What follows belongs to an exercise in optimizing a design on an open flow for small area and a short achievable clock period; a production flow would make more cautious choices. Only simulation tests tie the RTL to the original design; equivalence was not proved. No activity file was given, so power comes from the tool's default toggle rates.

==> trial 55 <==
==> flow/design.v <==
module de_script_player #(
  parameter int DEPTH = 16,
  parameter int AW    = 4,
  parameter int DW    = 32,
  parameter int EW    = 50 + 5 * DW
) (
  input  logic          clk_i,
  input  logic          rst_n_i,
  input  logic          tbl_we_i,
  input  logic [AW-1:0] tbl_addr_i,
  input  logic [EW-1:0] tbl_data_i,
  input  logic [AW:0]   prog_len_i,
  input  logic          start_i,
  input  logic          de_v_i,
  input  logic          reg_dep_i,
  input  logic          mem_dep_i,
  input  logic          mr_stall_i,
  input  logic          mw_stall_i,
  output logic          ld_ag_o,
  output logic          ag_vin_o,
  output logic          de_re_o,
  output logic          de_we_o,
  output logic          de_rmsel_o,
  output logic          ro_needed_o,
  output logic          rm_needed_o,
  output logic [1:0]    de_alusel_o,
  output logic [2:0]    de_jmp_o,
  output logic [7:0]    de_modrm_o,
  output logic [15:0]   de_sreg_o,
  output logic [15:0]   de_ptr_o,
  output logic [DW-1:0] de_dval_o,
  output logic [DW-1:0] de_sval_o,
  output logic [DW-1:0] de_disp_o,
  output logic [DW-1:0] de_flags_o,
  output logic [DW-1:0] de_flag_ld_o,
  output logic          busy_o,
  output logic          done_o,
  output logic [15:0]   retired_o
);
  logic [EW-1:0] tbl_q [DEPTH];
  logic          run_q, run_d;
  logic          done_q, done_d;
  logic [AW:0]   ret_q, ret_d;       
  logic [AW-1:0] lenm1_q, lenm1_d;   
  logic [DEPTH-1:0] lsel_q, lsel_d;
  logic [EW-1:0] entry_q;
  logic [EW-1:0] cand;
  logic          adv;
  logic          load;
  logic          last;
  logic [AW-1:0] lenm1_in;
  always_ff @(posedge clk_i) begin
    if (tbl_we_i) begin
      tbl_q[tbl_addr_i] <= tbl_data_i;
    end
  end
  assign ld_ag_o  = ~(mem_dep_i | mr_stall_i | mw_stall_i);
  assign ag_vin_o = de_v_i & ~reg_dep_i & run_q;
  assign busy_o   = run_q;
  assign done_o   = done_q;
  assign adv      = ag_vin_o & ld_ag_o;
  assign load     = run_q ? (de_v_i & ~reg_dep_i & ld_ag_o) : start_i;
  assign last     = (ret_q[AW-1:0] == lenm1_q);
  always_comb begin
    if (prog_len_i == '0)
      lenm1_in = '0;
    else if (prog_len_i[AW])
      lenm1_in = '1;
    else
      lenm1_in = AW'(prog_len_i - 1'b1);
  end
  always_comb begin
    run_d   = run_q;
    done_d  = done_q;
    ret_d   = ret_q;
    lenm1_d = lenm1_q;
    if (!run_q) begin
      if (start_i) begin
        run_d   = 1'b1;
        done_d  = 1'b0;
        ret_d   = '0;
        lenm1_d = lenm1_in;
      end
    end else if (adv) begin
      ret_d = ret_q + 1'b1;
      if (last) begin
        run_d  = 1'b0;
        done_d = 1'b1;
      end
    end
  end
  always_comb begin
    lsel_d = '0;
    if (!run_d)
      lsel_d[0] = 1'b1;
    else if (ret_d[AW-1:0] != lenm1_d)
      lsel_d[ret_d[AW-1:0] + 1'b1] = 1'b1;
  end
  always_comb begin
    cand = '0;
    for (int i = 0; i < DEPTH; i++) begin
      cand = cand | (tbl_q[i] & {EW{lsel_q[i]}});
    end
  end
  always_ff @(posedge clk_i or negedge rst_n_i) begin
    if (!rst_n_i) begin
      run_q   <= 1'b0;
      done_q  <= 1'b0;
      ret_q   <= '0;
      lenm1_q <= '0;
      lsel_q  <= DEPTH'(1);
      entry_q <= '0;
    end else begin
      run_q   <= run_d;
      done_q  <= done_d;
      ret_q   <= ret_d;
      lenm1_q <= lenm1_d;
      lsel_q  <= lsel_d;
      if (load) entry_q <= cand;
    end
  end
  assign {de_re_o, de_we_o, de_rmsel_o, de_alusel_o, de_jmp_o, de_modrm_o,
          de_sreg_o, de_ptr_o, de_dval_o, de_sval_o, de_disp_o, de_flags_o,
          de_flag_ld_o, ro_needed_o, rm_needed_o} = entry_q;
  assign retired_o = {{(16-AW-1){1'b0}}, ret_q};
endmodule
==> flow/run.sh <==
#!/bin/bash
# synth_recipe.tcl (not shown) runs the flow's synth.tcl, then flattens the netlist and writes it again
# the make line also repeats each setting of config.mk as NAME=value (left out here)
make -C /OpenROAD-flow-scripts/flow DESIGN_CONFIG=/design/flow/config.mk WORK_HOME=/design/flow/orfs CLKGATE_MAP_FILE= SYNTH_SCRIPT=/design/flow/synth_recipe.tcl finish
==> flow/config.mk <==
export PLATFORM = sky130hd
export DESIGN_NAME = de_script_player
export DESIGN_NICKNAME = de_script_player
export VERILOG_FILES = /design/flow/design.v
export SDC_FILE = /design/flow/constraint.sdc
export NUM_CORES = 4
export LEC_CHECK = 0
export CAP_MARGIN = 20
export CORE_MARGIN = 2
export CORE_UTILIZATION = 40
export SLEW_MARGIN = 20
==> flow/constraint.sdc <==
create_clock -name core_clock -period 5.0 [get_ports {clk_i}]
set_input_delay 1.0000 -clock core_clock [delete_from_list [all_inputs] [get_ports {clk_i}]]
set_output_delay 1.0000 -clock core_clock [all_outputs]
set_load 0.01 [all_outputs]
==> build 16: changes against trial 55 <==
--- a/flow/design.v
+++ b/flow/design.v
@@ -59,6 +59,6 @@
   assign busy_o   = run_q;
   assign done_o   = done_q;
-  assign adv      = ag_vin_o & ld_ag_o;
-  assign load     = run_q ? (de_v_i & ~reg_dep_i & ld_ag_o) : start_i;
+  assign adv      = run_q & ~(~de_v_i | reg_dep_i | mem_dep_i | mr_stall_i | mw_stall_i);
+  assign load     = run_q ? ~(~de_v_i | reg_dep_i | mem_dep_i | mr_stall_i | mw_stall_i) : start_i;
   assign last     = (ret_q[AW-1:0] == lenm1_q);
   always_comb begin
@@ -90,10 +90,17 @@
     end
   end
+  logic             nxt_last;
+  logic [DEPTH-1:0] lsel_sh;
+  logic [DEPTH-1:0] lsel_start;
+  assign nxt_last   = (AW'(ret_q[AW-1:0] + 1'b1) == lenm1_q);
+  assign lsel_sh    = nxt_last ? '0 : {lsel_q[DEPTH-2:0], 1'b0};
+  assign lsel_start = {{(DEPTH-2){1'b0}}, (lenm1_in != '0), 1'b0};
   always_comb begin
-    lsel_d = '0;
-    if (!run_d)
-      lsel_d[0] = 1'b1;
-    else if (ret_d[AW-1:0] != lenm1_d)
-      lsel_d[ret_d[AW-1:0] + 1'b1] = 1'b1;
+    if (!run_q)
+      lsel_d = start_i ? lsel_start : DEPTH'(1);
+    else if (adv)
+      lsel_d = last ? DEPTH'(1) : lsel_sh;
+    else
+      lsel_d = lsel_q;
   end
   always_comb begin
--- a/flow/config.mk
+++ b/flow/config.mk
@@ -8,4 +8,8 @@
 export CAP_MARGIN = 20
 export CORE_MARGIN = 2
-export CORE_UTILIZATION = 40
+export CORE_UTILIZATION = 70
+export CTS_CLUSTER_DIAMETER = 60
+export CTS_CLUSTER_SIZE = 25
+export PLACE_DENSITY = 0.8
+export SETUP_SLACK_MARGIN = 2.6
 export SLEW_MARGIN = 20
==> build 46: changes against trial 55 <==
--- a/flow/design.v
+++ b/flow/design.v
@@ -59,6 +59,6 @@
   assign busy_o   = run_q;
   assign done_o   = done_q;
-  assign adv      = ag_vin_o & ld_ag_o;
-  assign load     = run_q ? (de_v_i & ~reg_dep_i & ld_ag_o) : start_i;
+  assign adv      = run_q & ~(~de_v_i | reg_dep_i | mem_dep_i | mr_stall_i | mw_stall_i);
+  assign load     = run_q ? ~(~de_v_i | reg_dep_i | mem_dep_i | mr_stall_i | mw_stall_i) : start_i;
   assign last     = (ret_q[AW-1:0] == lenm1_q);
   always_comb begin
@@ -90,10 +90,17 @@
     end
   end
+  logic             nxt_last;
+  logic [DEPTH-1:0] lsel_sh;
+  logic [DEPTH-1:0] lsel_start;
+  assign nxt_last   = (AW'(ret_q[AW-1:0] + 1'b1) == lenm1_q);
+  assign lsel_sh    = nxt_last ? '0 : {lsel_q[DEPTH-2:0], 1'b0};
+  assign lsel_start = {{(DEPTH-2){1'b0}}, (lenm1_in != '0), 1'b0};
   always_comb begin
-    lsel_d = '0;
-    if (!run_d)
-      lsel_d[0] = 1'b1;
-    else if (ret_d[AW-1:0] != lenm1_d)
-      lsel_d[ret_d[AW-1:0] + 1'b1] = 1'b1;
+    if (!run_q)
+      lsel_d = start_i ? lsel_start : DEPTH'(1);
+    else if (adv)
+      lsel_d = last ? DEPTH'(1) : lsel_sh;
+    else
+      lsel_d = lsel_q;
   end
   always_comb begin
==> flow/flow/run.sh (new file) <==
#!/bin/bash
set -euo pipefail
cd "$(dirname "$0")/.."
export BUFFER_PORTS_ARGS="-buffer_cell sky130_fd_sc_hd__buf_1"
bash standard.sh MATCH_CELL_FOOTPRINT=0 finish > flow_make.log 2>&1
==> flow/standard.sh (new file) <==
#!/bin/bash
# synth_recipe.tcl (not shown) runs the flow's synth.tcl, then flattens the netlist and writes it again
# the make line also repeats each setting of config.mk as NAME=value (left out here)
make -C /OpenROAD-flow-scripts/flow DESIGN_CONFIG=/design/flow/config.mk WORK_HOME=/design/flow/orfs CLKGATE_MAP_FILE= SYNTH_SCRIPT=/design/flow/synth_recipe.tcl "${@:-finish}"
--- a/flow/config.mk
+++ b/flow/config.mk
@@ -8,4 +8,8 @@
 export CAP_MARGIN = 20
 export CORE_MARGIN = 2
-export CORE_UTILIZATION = 40
+export CORE_UTILIZATION = 70
+export CTS_CLUSTER_DIAMETER = 70
+export CTS_CLUSTER_SIZE = 28
+export PLACE_DENSITY = 0.8
+export SETUP_SLACK_MARGIN = 2.6
 export SLEW_MARGIN = 20
removed: flow/run.sh
==> trial 79: changes against trial 55 <==
--- a/flow/design.v
+++ b/flow/design.v
@@ -59,6 +59,6 @@
   assign busy_o   = run_q;
   assign done_o   = done_q;
-  assign adv      = ag_vin_o & ld_ag_o;
-  assign load     = run_q ? (de_v_i & ~reg_dep_i & ld_ag_o) : start_i;
+  assign adv      = run_q & ~(~de_v_i | reg_dep_i | mem_dep_i | mr_stall_i | mw_stall_i);
+  assign load     = run_q ? ~(~de_v_i | reg_dep_i | mem_dep_i | mr_stall_i | mw_stall_i) : start_i;
   assign last     = (ret_q[AW-1:0] == lenm1_q);
   always_comb begin
@@ -90,10 +90,17 @@
     end
   end
+  logic             nxt_last;
+  logic [DEPTH-1:0] lsel_sh;
+  logic [DEPTH-1:0] lsel_start;
+  assign nxt_last   = (AW'(ret_q[AW-1:0] + 1'b1) == lenm1_q);
+  assign lsel_sh    = nxt_last ? '0 : {lsel_q[DEPTH-2:0], 1'b0};
+  assign lsel_start = {{(DEPTH-2){1'b0}}, (lenm1_in != '0), 1'b0};
   always_comb begin
-    lsel_d = '0;
-    if (!run_d)
-      lsel_d[0] = 1'b1;
-    else if (ret_d[AW-1:0] != lenm1_d)
-      lsel_d[ret_d[AW-1:0] + 1'b1] = 1'b1;
+    if (!run_q)
+      lsel_d = start_i ? lsel_start : DEPTH'(1);
+    else if (adv)
+      lsel_d = last ? DEPTH'(1) : lsel_sh;
+    else
+      lsel_d = lsel_q;
   end
   always_comb begin
==> flow/flow/run.sh (new file) <==
#!/bin/bash
set -euo pipefail
cd "$(dirname "$0")/.."
export BUFFER_PORTS_ARGS="-buffer_cell sky130_fd_sc_hd__buf_1"
bash standard.sh MATCH_CELL_FOOTPRINT=0 finish > flow_make.log 2>&1
==> flow/standard.sh (new file) <==
#!/bin/bash
# synth_recipe.tcl (not shown) runs the flow's synth.tcl, then flattens the netlist and writes it again
# the make line also repeats each setting of config.mk as NAME=value (left out here)
make -C /OpenROAD-flow-scripts/flow DESIGN_CONFIG=/design/flow/config.mk WORK_HOME=/design/flow/orfs CLKGATE_MAP_FILE= SYNTH_SCRIPT=/design/flow/synth_recipe.tcl "${@:-finish}"
--- a/flow/config.mk
+++ b/flow/config.mk
@@ -8,4 +8,8 @@
 export CAP_MARGIN = 20
 export CORE_MARGIN = 2
-export CORE_UTILIZATION = 40
+export CORE_UTILIZATION = 70
+export CTS_CLUSTER_DIAMETER = 60
+export CTS_CLUSTER_SIZE = 25
+export PLACE_DENSITY = 0.8
+export SETUP_SLACK_MARGIN = 2.3
 export SLEW_MARGIN = 20
removed: flow/run.sh
==> comparison table <==
| metric | trial 79 | build 46 | trial 55 | build 16 |
|---|---|---|---|---|
| F_max | 0.371 GHz | 0.384 GHz | 0.284 GHz | 0.367 GHz |
| Crit-path max FO | 92 | 2 | 9 | 2 |
| Reg2Reg Depth | 5 | 5 | 9 | 5 |
| Switching power summed over all nets | 14.0 mW | 13.9 mW | 21.4 mW | 14.6 mW |
| IR Drop Worst-Case VDD | 0.407 mV | 0.381 mV | 0.294 mV | 0.354 mV |
| Crit path largest cell delay | 0.57 ns | 0.40 ns | 0.54 ns | 0.42 ns |
| Final hold slack | 0.0579 ns | 0.0577 ns | 0.0174 ns | 0.0871 ns |
| # placed instances | 9,009 | 9,009 | 10,915 | 9,025 |
| Net total in the final layout | 7,066 | 7,245 | 7,340 | 7,300 |
| CTS H-tree lvls | 4 | 4 | 5 | 4 |
| Power Combinational | 5.19 mW | 6.47 mW | 13.1 mW | 6.61 mW |
| Leakage power of the design | 42.2 nW | 43.6 nW | 46.1 nW | 45.1 nW |
| Die Span Y | 431 µm | 431 µm | 568 µm | 431 µm |
| Status | timing/DRC/antenna clean | timing/DRC/antenna clean | timing/DRC/antenna clean | timing/DRC/antenna clean |
| Multi-input gate share of total cell area | 0.135 | 0.133 | 0.126 | 0.130 |
| Iteration count of the initial detailed-routing pass | 6 | 6 | 6 | 8 |
| Area of the mapped netlist | 127,000 µm² | 127,000 µm² | 127,000 µm² | 127,000 µm² |
| Global router's overall resource usage | 0.379 | 0.390 | 0.234 | 0.400 |
| Synth Instances | 6,457 | 6,457 | 6,497 | 6,457 |

## separate check: timing with driven ports
In the flow no input, the clock included, has a driving cell. The finished layouts below were timed again as built, in two steps.
Step 1 sets driving cells, clkbuf_16 on the clock port and buf_2 on the other inputs (assumed; they add their load-dependent delay and slew).
Step 2, shift: input delay + t, output delay - t, t = (earliest + latest rising clock arrival at the registers) / 2. This alone moves slack from input paths to output paths.
Slacks: ideal ports / drivers / drivers and shift; pairs: ideal ports / drivers.
run	t, ns	slack for setup (ns)	worst hold slack (ns)	latest minus earliest clock arrival (ns)	worst register clock-pin slew, ns
trial 55	1.020	1.481 / 1.453 / 0.768	0.017 / -0.029 / 0.505	0.085 / 0.085	0.07 / 0.07
build 16	0.946	2.274 / 2.184 / 1.703	0.087 / 0.046 / 0.505	0.048 / 0.048	0.11 / 0.11
build 46	0.956	2.398 / 2.301 / 1.553	0.058 / -0.013 / 0.512	0.064 / 0.063	0.12 / 0.12
trial 79	0.949	2.302 / 2.228 / 1.374	0.058 / -0.011 / 0.496	0.048 / 0.048	0.10 / 0.10
After both steps setup and hold are still met in every run listed. The setup slack of trial 79, which loses most, moves by -0.074 ns with the drivers and by -0.928 ns with both steps.
